This design comes from an exercise in tuning for small area and few clock cycles per item on the open sky130 flow, not from production work.
No functional check of the RTL was part of any run shown here.

==> flow/design.v (outline; a module is shown in full before it is edited, if it fits) <==
// module poly_horner_pipe: 94 lines
// module ph_fa: 4 lines
// module ph_ha: 4 lines
// module ph_xor2: 3 lines
// module ph_xnor2: 3 lines
// module ph_o22ai: 3 lines
// module ph_nand2: 3 lines
// module ph_nor2: 3 lines
// module ph_and2: 3 lines
// module ph_or2: 3 lines
// module ph_inv: 3 lines
// module ph_a21o: 3 lines
// module ph_o21ai: 3 lines
// module ph_o21a: 3 lines
// module ph_mulsat: 1532 lines
// module ph_addsat_n: 223 lines
// module ph_addsat: 202 lines
module poly_horner_pipe #(
  parameter int DATA_W   = 18,
  parameter int FRAC_W   = 12,
  parameter int DEGREE   = 4,
  parameter bit SATURATE = 1'b1,
  parameter logic [DATA_W*(DEGREE+1)-1:0] COEF_INIT =
    {18'h3f4ab, 18'h1ec5, 18'h3df43, 18'h1cc8, 18'h82}
) (
  input  logic                          clk,
  input  logic                          async_n,
  input  logic                          in_valid,
  output logic                          in_ready,
  input  logic [DATA_W-1:0]             x_in,
  input  logic                          coef_we,
  input  logic [$clog2(DEGREE+1)-1:0]   coef_addr,
  input  logic [DATA_W-1:0]             coef_wdata,
  input  logic                          coef_swap,
  output logic                          busy,
  output logic                          out_valid,
  input  logic                          out_ready,
  output logic [DATA_W-1:0]             y_out,
  output logic                          ovf_out
);
  // ...
==> flow/run.sh <==
#!/bin/bash
# synth_recipe.tcl (not shown) runs the flow's synth.tcl, then flattens the netlist and writes it again
# the make line also repeats each setting of config.mk as NAME=value (left out here)
make -C /OpenROAD-flow-scripts/flow DESIGN_CONFIG=/design/flow/config.mk WORK_HOME=/design/flow/orfs CLKGATE_MAP_FILE= SYNTH_SCRIPT=/design/flow/synth_recipe.tcl finish
==> flow/config.mk <==
export PLATFORM = sky130hd
export DESIGN_NAME = poly_horner_pipe
export DESIGN_NICKNAME = poly_horner_pipe
export VERILOG_FILES = /design/flow/design.v
export SDC_FILE = /design/flow/constraint.sdc
export NUM_CORES = 4
export LEC_CHECK = 0
export CAP_MARGIN = 20
export CORE_MARGIN = 2
export CORE_UTILIZATION = 65
export CTS_BUF_LIST = sky130_fd_sc_hd__clkbuf_16
export CTS_CLUSTER_DIAMETER = 100
export CTS_CLUSTER_SIZE = 30
export SLEW_MARGIN = 20
export SYNTH_HIERARCHICAL = 1
export SYNTH_MINIMUM_KEEP_SIZE = 0
==> flow/constraint.sdc <==
create_clock -name core_clock -period 10.0 [get_ports {clk}]
set_input_delay 2.0000 -clock core_clock [delete_from_list [all_inputs] [get_ports {clk}]]
set_output_delay 2.0000 -clock core_clock [all_outputs]
set_load 0.01 [all_outputs]
==> run notes, run 1 <==
# TYPE chip_impl_metric gauge
chip_impl_metric{name="final_max_slew_viol_count",unit=""} 0
chip_impl_metric{name="grtUsageMet2",unit=""} 0.563
chip_impl_info{name="sort_of_element_at_the_end_of_the_critical_path",value="flop"} 1
chip_impl_metric{name="cp.depth",unit=""} 31
chip_impl_metric{name="synth-async-reset-ratio",unit=""} 0.319
chip_impl_metric{name="synthMuxAreaShare",unit=""} 0.0272
chip_impl_info{name="commonest_non_fill_non_tap_cell_in_the_layout",value="xor2_1"} 1
chip_impl_info{name="crit_path_start_kind",value="flop"} 1
chip_impl_info{name="timing.setup.critical_path_class",value="reg -> reg"} 1
chip_impl_info{name="grt_setup_unrepaired",value="no"} 1
chip_impl_metric{name="postCtsResizedCells",unit=""} 0
chip_impl_info{name="biggestRegsByFlops",value="active x90, shadow x90"} 1
chip_impl_info{name="crit_path_frequent_cell",value="a21o_1"} 1
chip_impl_metric{name="grt_overflow_total",unit=""} 0
chip_impl_metric{name="synthAdderAreaFrac",unit=""} 0.301
chip_impl_metric{name="grt_antenna_before_repair",unit=""} 3
chip_impl_info{name="cts_root_buf",value="clkbuf_16"} 1
chip_impl_metric{name="synth_enable_flop_cells",unit=""} 130
chip_impl_metric{name="port_buffer_count",unit=""} 66
chip_impl_info{name="status",value="finished clean"} 1
chip_impl_info{name="timing.rr.start",value="active[37]"} 1
chip_impl_metric{name="syn-cell-area",unit="µm²"} 42700
chip_impl_info{name="netlist_top_cells_count",value="xor2_1, o22ai_1, fa_1, a21o_1, ha_1"} 1
chip_impl_metric{name="maximum_number_of_pins_on_one_net_before_global_route_repair",unit=""} 68
chip_impl_metric{name="holdWs",unit="ns"} 0.443
chip_impl_metric{name="layout.cell_area.non_filler",unit="µm²"} 45900
chip_impl_metric{name="cap_violations",unit=""} 0
==> inputs of run 2 (changes only) <==
--- a/flow/config.mk
+++ b/flow/config.mk
@@ -8,9 +8,9 @@
 export CAP_MARGIN = 20
 export CORE_MARGIN = 2
 export CORE_UTILIZATION = 65
-export CTS_BUF_LIST = sky130_fd_sc_hd__clkbuf_16
-export CTS_CLUSTER_DIAMETER = 100
-export CTS_CLUSTER_SIZE = 30
+export CTS_BUF_LIST = sky130_fd_sc_hd__clkbuf_8 sky130_fd_sc_hd__clkbuf_16
+export CTS_CLUSTER_DIAMETER = 60
+export CTS_CLUSTER_SIZE = 20
 export SLEW_MARGIN = 20
 export SYNTH_HIERARCHICAL = 1
 export SYNTH_MINIMUM_KEEP_SIZE = 0
==> run notes, run 2 <==
# TYPE chip_impl_metric gauge
chip_impl_metric{name="die_w",unit="µm"} 260
chip_impl_metric{name="design.die.area",unit="µm²"} 67700
chip_impl_metric{name="holdWs",unit="ns"} 0.439
chip_impl_metric{name="maximum_number_of_pins_on_one_net_before_global_route_repair",unit=""} 68
chip_impl_metric{name="yosysUniqueCellTypes",unit=""} 41
chip_impl_metric{name="core-area",unit="µm²"} 64700
chip_impl_metric{name="worst-r2r-cell-count",unit=""} 31
chip_impl_metric{name="post_detailed_placement_cell_area",unit="µm²"} 45200
chip_impl_metric{name="rrSetupSlack",unit="ns"} 0.39
chip_impl_metric{name="syn-cell-area",unit="µm²"} 42700
chip_impl_info{name="status",value="finished clean"} 1
chip_impl_metric{name="grt_antenna_before_repair",unit=""} 4
chip_impl_metric{name="layout_skew",unit="ns"} 0.0399
chip_impl_metric{name="cp.required",unit="ns"} 10.33
chip_impl_info{name="commonest_non_fill_non_tap_cell_in_the_layout",value="xor2_1"} 1
chip_impl_metric{name="sequential_to_total_area_share_from_yosys_stat",unit=""} 0.195
chip_impl_metric{name="ant_nets",unit=""} 0
chip_impl_metric{name="clk_pin_slew",unit="ns"} 0.08
chip_impl_info{name="timing.critical_path.from",value="active[37]"} 1
chip_impl_metric{name="hpwl",unit="µm"} 87300
chip_impl_metric{name="detail_routed_via_count_per_cell",unit=""} 6.50
chip_impl_metric{name="finalCriticalPeriod",unit="ns"} 9.61
chip_impl_metric{name="detailedRoute.firstIterationViolations",unit=""} 3302
chip_impl_metric{name="firstDrtPassIters",unit=""} 6
chip_impl_metric{name="vias",unit=""} 33500
chip_impl_info{name="timing.setup.critical_path_class",value="reg -> reg"} 1
chip_impl_metric{name="synth.avg_cell_area",unit="µm²"} 10.4
chip_impl_metric{name="share_of_cells_above_drive_strength_1",unit=""} 0.0649
chip_impl_metric{name="clk_latency",unit="ns"} 0.59
chip_impl_metric{name="cp_slowest_stage_delay",unit="ns"} 0.66
chip_impl_metric{name="grt_pass1_vias",unit=""} 33400
chip_impl_metric{name="postSynthRegisterBits",unit=""} 323
chip_impl_metric{name="grt_overflow_total",unit=""} 0
chip_impl_metric{name="hold-path-cell-count",unit=""} 2
chip_impl_info{name="synth_most_common_cell",value="xor2_1"} 1
chip_impl_info{name="biggestRegsByFlops",value="active x90, shadow x90"} 1
chip_impl_info{name="critical_path_destination",value="pr3[1]"} 1
chip_impl_info{name="post_synth_main_area_contributors",value="fa_1, xor2_1, o22ai_1"} 1
chip_impl_info{name="synth-main-ff-cell",value="edfxtp_1"} 1
chip_impl_metric{name="fin_setup_tns",unit="ns"} 0
chip_impl_metric{name="hold_fix_buffer_count_after_cts",unit=""} 0
chip_impl_metric{name="finalSetupViolCount",unit=""} 0
chip_impl_metric{name="synth-async-reset-ratio",unit=""} 0.319
chip_impl_info{name="grt_setup_unrepaired",value="no"} 1
chip_impl_info{name="netlist_top_cells_count",value="xor2_1, o22ai_1, fa_1, a21o_1, ha_1"} 1
chip_impl_info{name="endpoint_of_the_worst_register_to_register_path",value="pr3[1]"} 1
chip_impl_metric{name="placement.setup.worst_slack",unit="ns"} 0.509
chip_impl_metric{name="fin_ws",unit="ns"} 0.392
chip_impl_metric{name="numClockSinks",unit=""} 323
chip_impl_metric{name="post_synth_inst_count",unit=""} 4116
chip_impl_metric{name="die_h",unit="µm"} 260
chip_impl_metric{name="final_cells",unit=""} 5160
chip_impl_metric{name="synth.top_cell.area_share",unit=""} 0.218
chip_impl_metric{name="slew_headroom",unit=""} 0.358
chip_impl_info{name="crit_path_frequent_cell",value="a21o_1"} 1
chip_impl_info{name="tritoncts",value="yes"} 1
chip_impl_metric{name="port_buffer_count",unit=""} 66
chip_impl_metric{name="std_cell_rows",unit=""} 93
chip_impl_metric{name="cap_violations",unit=""} 0
chip_impl_metric{name="syn_nets",unit=""} 4909
chip_impl_metric{name="htree_num_levels",unit=""} 1
chip_impl_metric{name="syn_to_final_growth",unit="%"} 8.05
chip_impl_info{name="cts_root_buf",value="clkbuf_16"} 1
chip_impl_metric{name="worstMarginPinSlew",unit="ns"} 0.960
chip_impl_metric{name="wire_length_of_the_first_global_routing_pass",unit="µm"} 186000
chip_impl_metric{name="io_pins",unit=""} 67
chip_impl_metric{name="synth_enable_flop_cells",unit=""} 130
chip_impl_metric{name="fin_util",unit=""} 0.713
chip_impl_metric{name="cp_max_fo",unit=""} 32
chip_impl_metric{name="placed_cells",unit=""} 5109
chip_impl_metric{name="clk_path_buf_depth",unit=""} 3
chip_impl_metric{name="finalWeightedCongestion",unit=""} 0.968
chip_impl_info{name="hold_class",value="reg -> reg"} 1
chip_impl_metric{name="numCtsBuffers",unit=""} 26
chip_impl_metric{name="drt-wirelength-per-cell",unit="µm"} 23.0
chip_impl_metric{name="floorplan.initialDensity",unit=""} 0.660
chip_impl_info{name="netlist.top_cell.by_area",value="fa_1"} 1
chip_impl_metric{name="grt_util_all_layers",unit=""} 0.349
chip_impl_info{name="crit_path_start_kind",value="flop"} 1
chip_impl_metric{name="detail_route.drc_violations",unit=""} 0
chip_impl_metric{name="layout.cell_area.non_filler",unit="µm²"} 46100
chip_impl_metric{name="synthesis.yosys.warnings",unit=""} 7
chip_impl_metric{name="nets",unit=""} 5075
chip_impl_metric{name="final_max_slew_viol_count",unit=""} 0
chip_impl_metric{name="filler_cell_count",unit=""} 5073
chip_impl_metric{name="endpoint_arrival_time_on_the_critical_path",unit="ns"} 9.94
chip_impl_info{name="final_cell_mix",value="xor2_1, o22ai_1, fa_1"} 1
chip_impl_info{name="sort_of_element_at_the_end_of_the_critical_path",value="flop"} 1
chip_impl_info{name="worst_path_max_delay_cell",value="nand2_1"} 1
chip_impl_info{name="timing.rr.start",value="active[37]"} 1
chip_impl_metric{name="max_freq",unit="MHz"} 104
chip_impl_metric{name="detail_route.wirelength",unit="µm"} 119000
chip_impl_metric{name="min_period_over_period",unit=""} 0.961
chip_impl_metric{name="final_hold_viol_count",unit=""} 0
==> run 2: repair_timing <==
| item | CTS | global route |
|---|---|---|
| resized for setup | 0 | 7 |
| buffers inserted | 0 | 0 |
| setup endpoints to repair | 0 | 22 |
==> run 2: cells by family (layout without fill, tap and decap cells) <==
group,count (synthesis),in the layout,share of synthesized area
other cells,0,3,0
buf+inv,127,313,0.0124
compound gates,1245,1245,0.197
mux,108,108,0.0272
simple gates,609,609,0.0717
xor+xnor,956,956,0.196
fa+ha+maj,748,748,0.301
flops,323,323,0.195
==> run 2: metal layers <==
layer | vias to the layer above | GRT usage | part of all wire
li1 | 15200 | - | -
met1 | 16400 | 0.467 | 0.41
met2 | 1635 | 0.566 | 0.46
met3 | 334 | 0.0644 | 0.084
met4 | 4 | 0.136 | 0.043
met5 | - | 0 | 0.00019
==> run 2: worst max-delay path, delay by kind of cell (launching register included) <==
kind	cells	cell delay (ns)
fa+ha+maj	6	2.44
compound gates	14	3.37
simple gates	7	2.04
xor+xnor	4	0.95
flops	1	0.54
==> run 2: final cells by class <==
| type | count | area (µm²) | share of cell area |
|---|---|---|---|
| clock inverter | 17 | 179 | 0.00388 |
| sequential | 323 | 8330 | 0.181 |
| multi-input combinational | 3666 | 33900 | 0.734 |
| clock buffer | 31 | 742 | 0.0161 |
| antenna | 3 | 7.51 | 0.000163 |
| tap | 855 | 1070 | 0.0232 |
| timing repair buffer | 204 | 1690 | 0.0367 |
| inverter | 61 | 234 | 0.00507 |
==> run 2: worst min path at each step <==
stage | startpoint | end | slack (ns)
floorplan | shadow[36] | shadow[36] | 0.41
global placement | shadow[14] | shadow[14] | 0.42
detailed placement | shadow[11] | shadow[11] | 0.43
CTS | shadow[20] | shadow[20] | 0.44
global route | shadow[53] | shadow[53] | 0.45
finish | shadow[20] | shadow[20] | 0.44
==> run 2: Yosys stat by module, one instance, submodules excluded, excerpt <==
module	area [µm²]	flops+latches	times used	cells inside
ph_inv	3.75	0	42	1
ph_or2	6.26	0	36	1
ph_o22ai	6.26	0	648	1
ph_xnor2	8.76	0	84	1
ph_and2	6.26	0	168	1
ph_nand2	3.75	0	44	1
ph_xor2	8.76	0	872	1
ph_nor2	3.75	0	36	1

[re-timing with driven ports]
No port has a modelled driver above. Below, the same layouts with a new extraction and two added sets of constraints. Step 1 sets driving cells, clkbuf_16 on the clock port and buf_2 on the other inputs (assumed; they add their load-dependent delay and slew). Step 2 adds t to the input delays and takes it off the output delays; t is the mean of the earliest and latest rising clock arrival at the registers after step 1. Input paths then give back, and output paths get back, about the clock's delay inside the block. Slacks: ideal / step 1 / step 2; pairs: ideal / step 1.
| run | shift t [ns] | slack for setup (ns) | worst hold slack (ns) | worst setup path after step 2 | cell pins on the clock port's net |
|---|---|---|---|---|---|
| run 1 | 0.618 | 0.384 / 0.384 / 0.384 | 0.443 / 0.443 / 0.443 | register to register | 1 |
| run 2 | 0.631 | 0.392 / 0.392 / 0.392 | 0.439 / 0.439 / 0.439 | register to register | 1 |
After both steps every run listed still meets setup and hold.
